Background: an optimization exercise with open tools, aiming at a short achievable clock period and few clock cycles. Do not read the settings as production practice.
In this exercise RTL edits were held to simulation tests only and were not proved equivalent to the original.
Power is estimated from default activity; no workload was simulated.

// mips_multicycle_core
module mips_multicycle_core #(
  parameter int unsigned ADDR_W   = 10,
  parameter logic [31:0] RESET_PC = 32'h0000_0000,
  parameter int unsigned CNT_W    = 32
) (
  input  logic              clk,
  input  logic              rst,
  output logic              mem_req,
  output logic              mem_we,
  output logic [ADDR_W-1:0] mem_addr,
  output logic [31:0]       mem_wdata,
  input  logic [31:0]       mem_rdata,
  input  logic              mem_ready,
  input  logic [4:0]        dbg_reg_addr,
  output logic [31:0]       dbg_reg_data,
  output logic [31:0]       pc_out,
  output logic              halted,
  output logic [CNT_W-1:0]  instr_count
);
==> flow/config.mk <==
export PLATFORM = sky130hd
export DESIGN_NAME = mips_multicycle_core
export DESIGN_NICKNAME = mips_multicycle_core
export VERILOG_FILES = /design/flow/design.v
export SDC_FILE = /design/flow/constraint.sdc
export NUM_CORES = 4
export LEC_CHECK = 0
export ABC_CLOCK_PERIOD_IN_PS = 4000
export CAP_MARGIN = 20
export CORE_MARGIN = 2
export CORE_UTILIZATION = 30
export SETUP_SLACK_MARGIN = 5
export SLEW_MARGIN = 20
export TNS_END_PERCENT = 20
==> flow/constraint.sdc <==
create_clock -name core_clock -period 10.0 [get_ports {clk}]
set_input_delay 2.0000 -clock core_clock [delete_from_list [all_inputs] [get_ports {clk}]]
set_output_delay 2.0000 -clock core_clock [all_outputs]
set_load 0.01 [all_outputs]
standard.sh (not shown) runs the stock make flow with config.mk's settings and CLKGATE_MAP_FILE= SYNTH_SCRIPT=/design/flow/synth_recipe.tcl, a recipe that flattens the netlist after the stock synthesis.
==> flow/flow/run.sh <==
#!/bin/bash
# The standard layout (the standard.sh, standard synthesis included), with global routing
# told to keep more of met1 and met2 free for the detailed router (flow/fastroute.tcl).
set -euo pipefail
here="$(pwd)"
bash standard.sh FASTROUTE_TCL="$here/flow/fastroute.tcl" finish > "$here/standard_flow.log" 2>&1
==> flow/flow/fastroute.tcl <==
# Global routing resources: leave more room on met1 and met2, where the cells' pins are, so
# the detailed router has space to reach them; the upper layers take the longer wires.
set_global_routing_layer_adjustment met1 0.5
set_global_routing_layer_adjustment met2 0.35
set_global_routing_layer_adjustment met3 0.2
set_global_routing_layer_adjustment met4 0.2
set_global_routing_layer_adjustment met5 0.2

set_routing_layers -clock met3-met5
set_routing_layers -signal met1-met5
The baseline did not get past 5_1_grt, error GRT-0116.
Testbench counts at the start, summed over its fixed seeds: cycles 48,209.
Rerun with:
==> flow/run.sh (new file) <==
#!/bin/bash
# synth_recipe.tcl (not shown) runs the flow's synth.tcl, then flattens the netlist and writes it again
# the make line also repeats each setting of config.mk as NAME=value (left out here)
make -C /OpenROAD-flow-scripts/flow DESIGN_CONFIG=/design/flow/config.mk WORK_HOME=/design/flow/orfs CLKGATE_MAP_FILE= SYNTH_SCRIPT=/design/flow/synth_recipe.tcl finish
CORE_UTILIZATION = 28   (was 30)
TNS_END_PERCENT = 10   (was 20)
removed: flow/flow/run.sh
removed: flow/flow/fastroute.tcl
removed: flow/standard.sh
=>
- The changed run ended with an error in 5_1_grt
- synthesized cell count stays the same
- area after synthesis does not change

The RTL this note starts from:
==> flow/design.v <==
module mips_multicycle_core #(
  parameter int unsigned ADDR_W   = 10,
  parameter logic [31:0] RESET_PC = 32'h0000_0000,
  parameter int unsigned CNT_W    = 32
) (
  input  logic              clk,
  input  logic              rst,
  output logic              mem_req,
  output logic              mem_we,
  output logic [ADDR_W-1:0] mem_addr,
  output logic [31:0]       mem_wdata,
  input  logic [31:0]       mem_rdata,
  input  logic              mem_ready,
  input  logic [4:0]        dbg_reg_addr,
  output logic [31:0]       dbg_reg_data,
  output logic [31:0]       pc_out,
  output logic              halted,
  output logic [CNT_W-1:0]  instr_count
);
  localparam bit EXT_OPS = 1'b0;
  localparam logic [5:0] OP_RTYPE = 6'h00, OP_J   = 6'h02, OP_BEQ = 6'h04, OP_BNE = 6'h05;
  localparam logic [5:0] OP_ADDI  = 6'h08, OP_ORI = 6'h0D, OP_LW  = 6'h23, OP_SW  = 6'h2B;
  localparam logic [5:0] FN_ADD = 6'h20, FN_SUB = 6'h22, FN_AND = 6'h24;
  localparam logic [5:0] FN_OR  = 6'h25, FN_NOR = 6'h27, FN_SLT = 6'h2A;
  logic [31:0]      pc, ir;
  logic             ir_valid, halt_q;
  logic [31:0]      rf [32];
  logic [CNT_W-1:0] cnt;
  logic [5:0]  opcode, funct;
  logic [4:0]  rs, rt, rd;
  logic [31:0] imm_sext, imm_zext, a, b;
  logic        is_r, is_addi, is_ori, is_lw, is_sw, is_beq, is_bne, is_j, legal;
  assign opcode   = ir[31:26];
  assign rs       = ir[25:21];
  assign rt       = ir[20:16];
  assign rd       = ir[15:11];
  assign funct    = ir[5:0];
  assign imm_sext = {{16{ir[15]}}, ir[15:0]};
  assign imm_zext = {16'h0000, ir[15:0]};
  function automatic logic funct_legal(input logic [5:0] f);
    case (f)
      FN_ADD, FN_SUB, FN_AND, FN_OR, FN_SLT: funct_legal = 1'b1;
      FN_NOR:  funct_legal = EXT_OPS;
      default: funct_legal = 1'b0;
    endcase
  endfunction
  assign is_r    = (opcode == OP_RTYPE) && funct_legal(funct);
  assign is_addi = (opcode == OP_ADDI);
  assign is_ori  = EXT_OPS && (opcode == OP_ORI);
  assign is_lw   = (opcode == OP_LW);
  assign is_sw   = (opcode == OP_SW);
  assign is_beq  = (opcode == OP_BEQ);
  assign is_bne  = EXT_OPS && (opcode == OP_BNE);
  assign is_j    = (opcode == OP_J);
  assign legal   = is_r | is_addi | is_ori | is_lw | is_sw | is_beq | is_bne | is_j;
  assign a = rf[rs];
  assign b = rf[rt];
  logic [31:0] alu_r, imm_r, ea, wb_data;
  logic [4:0]  wb_addr;
  logic        wb_en, taken;
  always_comb begin
    case (funct)
      FN_SUB:  alu_r = a - b;
      FN_AND:  alu_r = a & b;
      FN_OR:   alu_r = a | b;
      FN_NOR:  alu_r = ~(a | b);
      FN_SLT:  alu_r = {31'b0, $signed(a) < $signed(b)};
      default: alu_r = a + b;
    endcase
  end
  assign ea    = a + imm_sext;
  assign imm_r = is_ori ? (a | imm_zext) : ea;
  assign taken = is_bne ? (a != b) : (a == b);
  logic [31:0] br_tgt, j_tgt, fetch_pc;
  logic        exec, is_mem, adv;
  assign exec   = ir_valid && !halt_q && legal;
  assign is_mem = is_lw | is_sw;
  assign br_tgt = pc + {imm_sext[29:0], 2'b00};
  assign j_tgt  = {pc[31:28], ir[25:0], 2'b00};
  always_comb begin
    fetch_pc = pc;
    if (ir_valid) begin
      if ((is_beq | is_bne) && taken) fetch_pc = br_tgt;
      if (is_j)                       fetch_pc = j_tgt;
    end
  end
  assign mem_req   = !halt_q && !(ir_valid && !legal);
  assign mem_we    = ir_valid && is_sw;
  assign mem_addr  = (ir_valid && is_mem) ? ea[ADDR_W+1:2] : fetch_pc[ADDR_W+1:2];
  assign mem_wdata = b;
  assign adv       = mem_req && mem_ready;
  always_comb begin
    wb_en   = 1'b0;
    wb_addr = rt;
    wb_data = imm_r;
    if (is_r) begin
      wb_en   = 1'b1;
      wb_addr = rd;
      wb_data = alu_r;
    end else if (is_addi | is_ori) begin
      wb_en = 1'b1;
    end else if (is_lw) begin
      wb_en   = 1'b1;
      wb_data = mem_rdata;
    end
  end
  localparam int CI_W = 5;                     
  localparam int CT_W = ADDR_W - CI_W;         
  logic [31:0]     c_data [2**CI_W];
  logic [CT_W-1:0] c_tag  [2**CI_W];
  logic [2**CI_W-1:0] c_val;
  logic [ADDR_W-1:0] pc_w, ea_w, fill_w;
  logic              c_hit, use_c, fill, st_hit;
  assign pc_w   = pc[ADDR_W+1:2];
  assign ea_w   = ea[ADDR_W+1:2];
  assign fill_w = fetch_pc[ADDR_W+1:2];
  assign c_hit  = c_val[pc_w[CI_W-1:0]] && c_tag[pc_w[CI_W-1:0]] == pc_w[ADDR_W-1:CI_W]
                  && !(is_sw && ea_w == pc_w);
  assign use_c  = exec && is_mem && c_hit;
  assign fill   = adv && !(exec && is_mem);
  assign st_hit = c_val[ea_w[CI_W-1:0]] && c_tag[ea_w[CI_W-1:0]] == ea_w[ADDR_W-1:CI_W];
  always_ff @(posedge clk) begin
    if (rst) begin
      c_val <= '0;
    end else if (fill) begin
      c_val[fill_w[CI_W-1:0]] <= 1'b1;
    end
  end
  always_ff @(posedge clk) begin
    if (fill) begin
      c_data[fill_w[CI_W-1:0]] <= mem_rdata;
      c_tag[fill_w[CI_W-1:0]]  <= fill_w[ADDR_W-1:CI_W];
    end else if (adv && exec && is_sw && st_hit) begin
      c_data[ea_w[CI_W-1:0]] <= b;
    end
  end
  always_ff @(posedge clk) begin
    if (rst) begin
      pc       <= RESET_PC;
      ir       <= '0;
      ir_valid <= 1'b0;
      halt_q   <= 1'b0;
      cnt      <= '0;
      for (int i = 0; i < 32; i++) rf[i] <= '0;
    end else begin
      if (ir_valid && !legal) halt_q <= 1'b1;
      if (adv) begin
        if (exec && wb_en && wb_addr != 5'd0) rf[wb_addr] <= wb_data;
        if (exec) cnt <= cnt + CNT_W'(1);
        if (use_c) begin
          ir <= c_data[pc_w[CI_W-1:0]];
          pc <= pc + 32'd4;
        end else if (exec && is_mem) begin
          ir_valid <= 1'b0;
        end else begin
          ir       <= mem_rdata;
          ir_valid <= 1'b1;
          pc       <= fetch_pc + 32'd4;
        end
      end
    end
  end
  assign dbg_reg_data = (dbg_reg_addr == 5'd0) ? 32'd0 : rf[dbg_reg_addr];
  assign pc_out       = pc;
  assign halted       = halt_q || (ir_valid && !legal);
  assign instr_count  = cnt;
endmodule
clock: 10.0 ns
lec_check: 0
abc_clock_period_in_ps: 4000
cap_margin: 20
core_margin: 2
core_utilization: 40
setup_slack_margin: 4.5
slew_margin: 20
tns_end_percent: 25
run.sh (not shown) runs the stock make flow with config.mk's settings and CLKGATE_MAP_FILE= SYNTH_SCRIPT=/design/flow/synth_recipe.tcl, a recipe that flattens the netlist after the stock synthesis.
Stock flow here: none of the scripts above is used.
The first run finished but fails on max-capacitance violations, max-slew violations.
Testbench counts at the start, summed over its fixed seeds: cycles 76,171.
Rerun with:
ABC_CLOCK_PERIOD_IN_PS = 5000   (was 4000)
SETUP_SLACK_MARGIN = 3   (was 4.5)
TNS_END_PERCENT = 10   (was 25)
With this change the flow ran to the end with no violations.
Count of clock-buffer cells in the layout goes up by 17.
Final area goes down by 2.2%.
Power goes down by 2.8%.
Global-route usage stays flat.
Wire length goes down by 4.3%.
Sequential power is about the same.
Via count goes down by 1.6%.
Sequential cell count does not change.
Final cell count goes down by 1.0%.

Another version of the RTL of mips_multicycle_core (not shown whole).
Size: roughly 5600 cells after synthesis, about 1100 flip-flops, ~180 I/O pins.
make LEC_CHECK=0 CAP_MARGIN=20 CORE_MARGIN=2 CORE_UTILIZATION=40 SLEW_MARGIN=20 finish   # period 10.0 ns
Testbench counts at the start, summed over its fixed seeds: cycles 91,636.
Next try:
- ABC_CLOCK_PERIOD_IN_PS: default -> 5000
- SETUP_SLACK_MARGIN: default -> 3
- TNS_END_PERCENT: default -> 10
Utilization goes up by 1.9 points.
Wire length goes up by 4.4%.
Cell area goes up by 4.2%.
Setup slack improved by 2.4 ns.
Power goes up by 2.9%.
Non-clock buffer count goes up by 163.
Synthesized area stays the same.
Die area is unchanged.
Clock-buffer cell count goes down by 6.
Critical path depth goes up by 5.
Fmax goes up by 33%.

==> what the ideal ports hide <==
How much do the figures lean on ideal ports? The routed layouts below were timed once more, with nothing changed but the port constraints. Step 1: set_driving_cell puts a clkbuf_16 on clk and a buf_2 on each other input, an assumption about the parent block. Step 2 also shifts input and output timing later by t, the mid clock arrival at the registers, as if the neighbouring blocks saw the same clock. Slacks: ideal ports / drivers / drivers and shift; pairs: ideal ports / drivers.
run | t, ns | slack for setup (ns) | slew at the worst register clock pin (ns) | worst data-port slew with drivers (ns)
the first run of note 2 | 0.995 | 1.914 / 1.816 / 1.819 | 0.08 / 0.08 | 0.52
the second run of note 2 | 0.998 | 1.895 / 1.800 / 2.246 | 0.07 / 0.07 | 0.22
the first run of note 3 | 0.897 | 0.305 / 0.218 / 1.115 | 0.07 / 0.07 | 0.07
the second run of note 3 | 0.877 | 2.732 / 2.646 / 2.725 | 0.08 / 0.08 | 0.19
The setup slack of the first run of note 2, which loses most, moves by -0.098 ns with the drivers and by -0.095 ns with both steps.
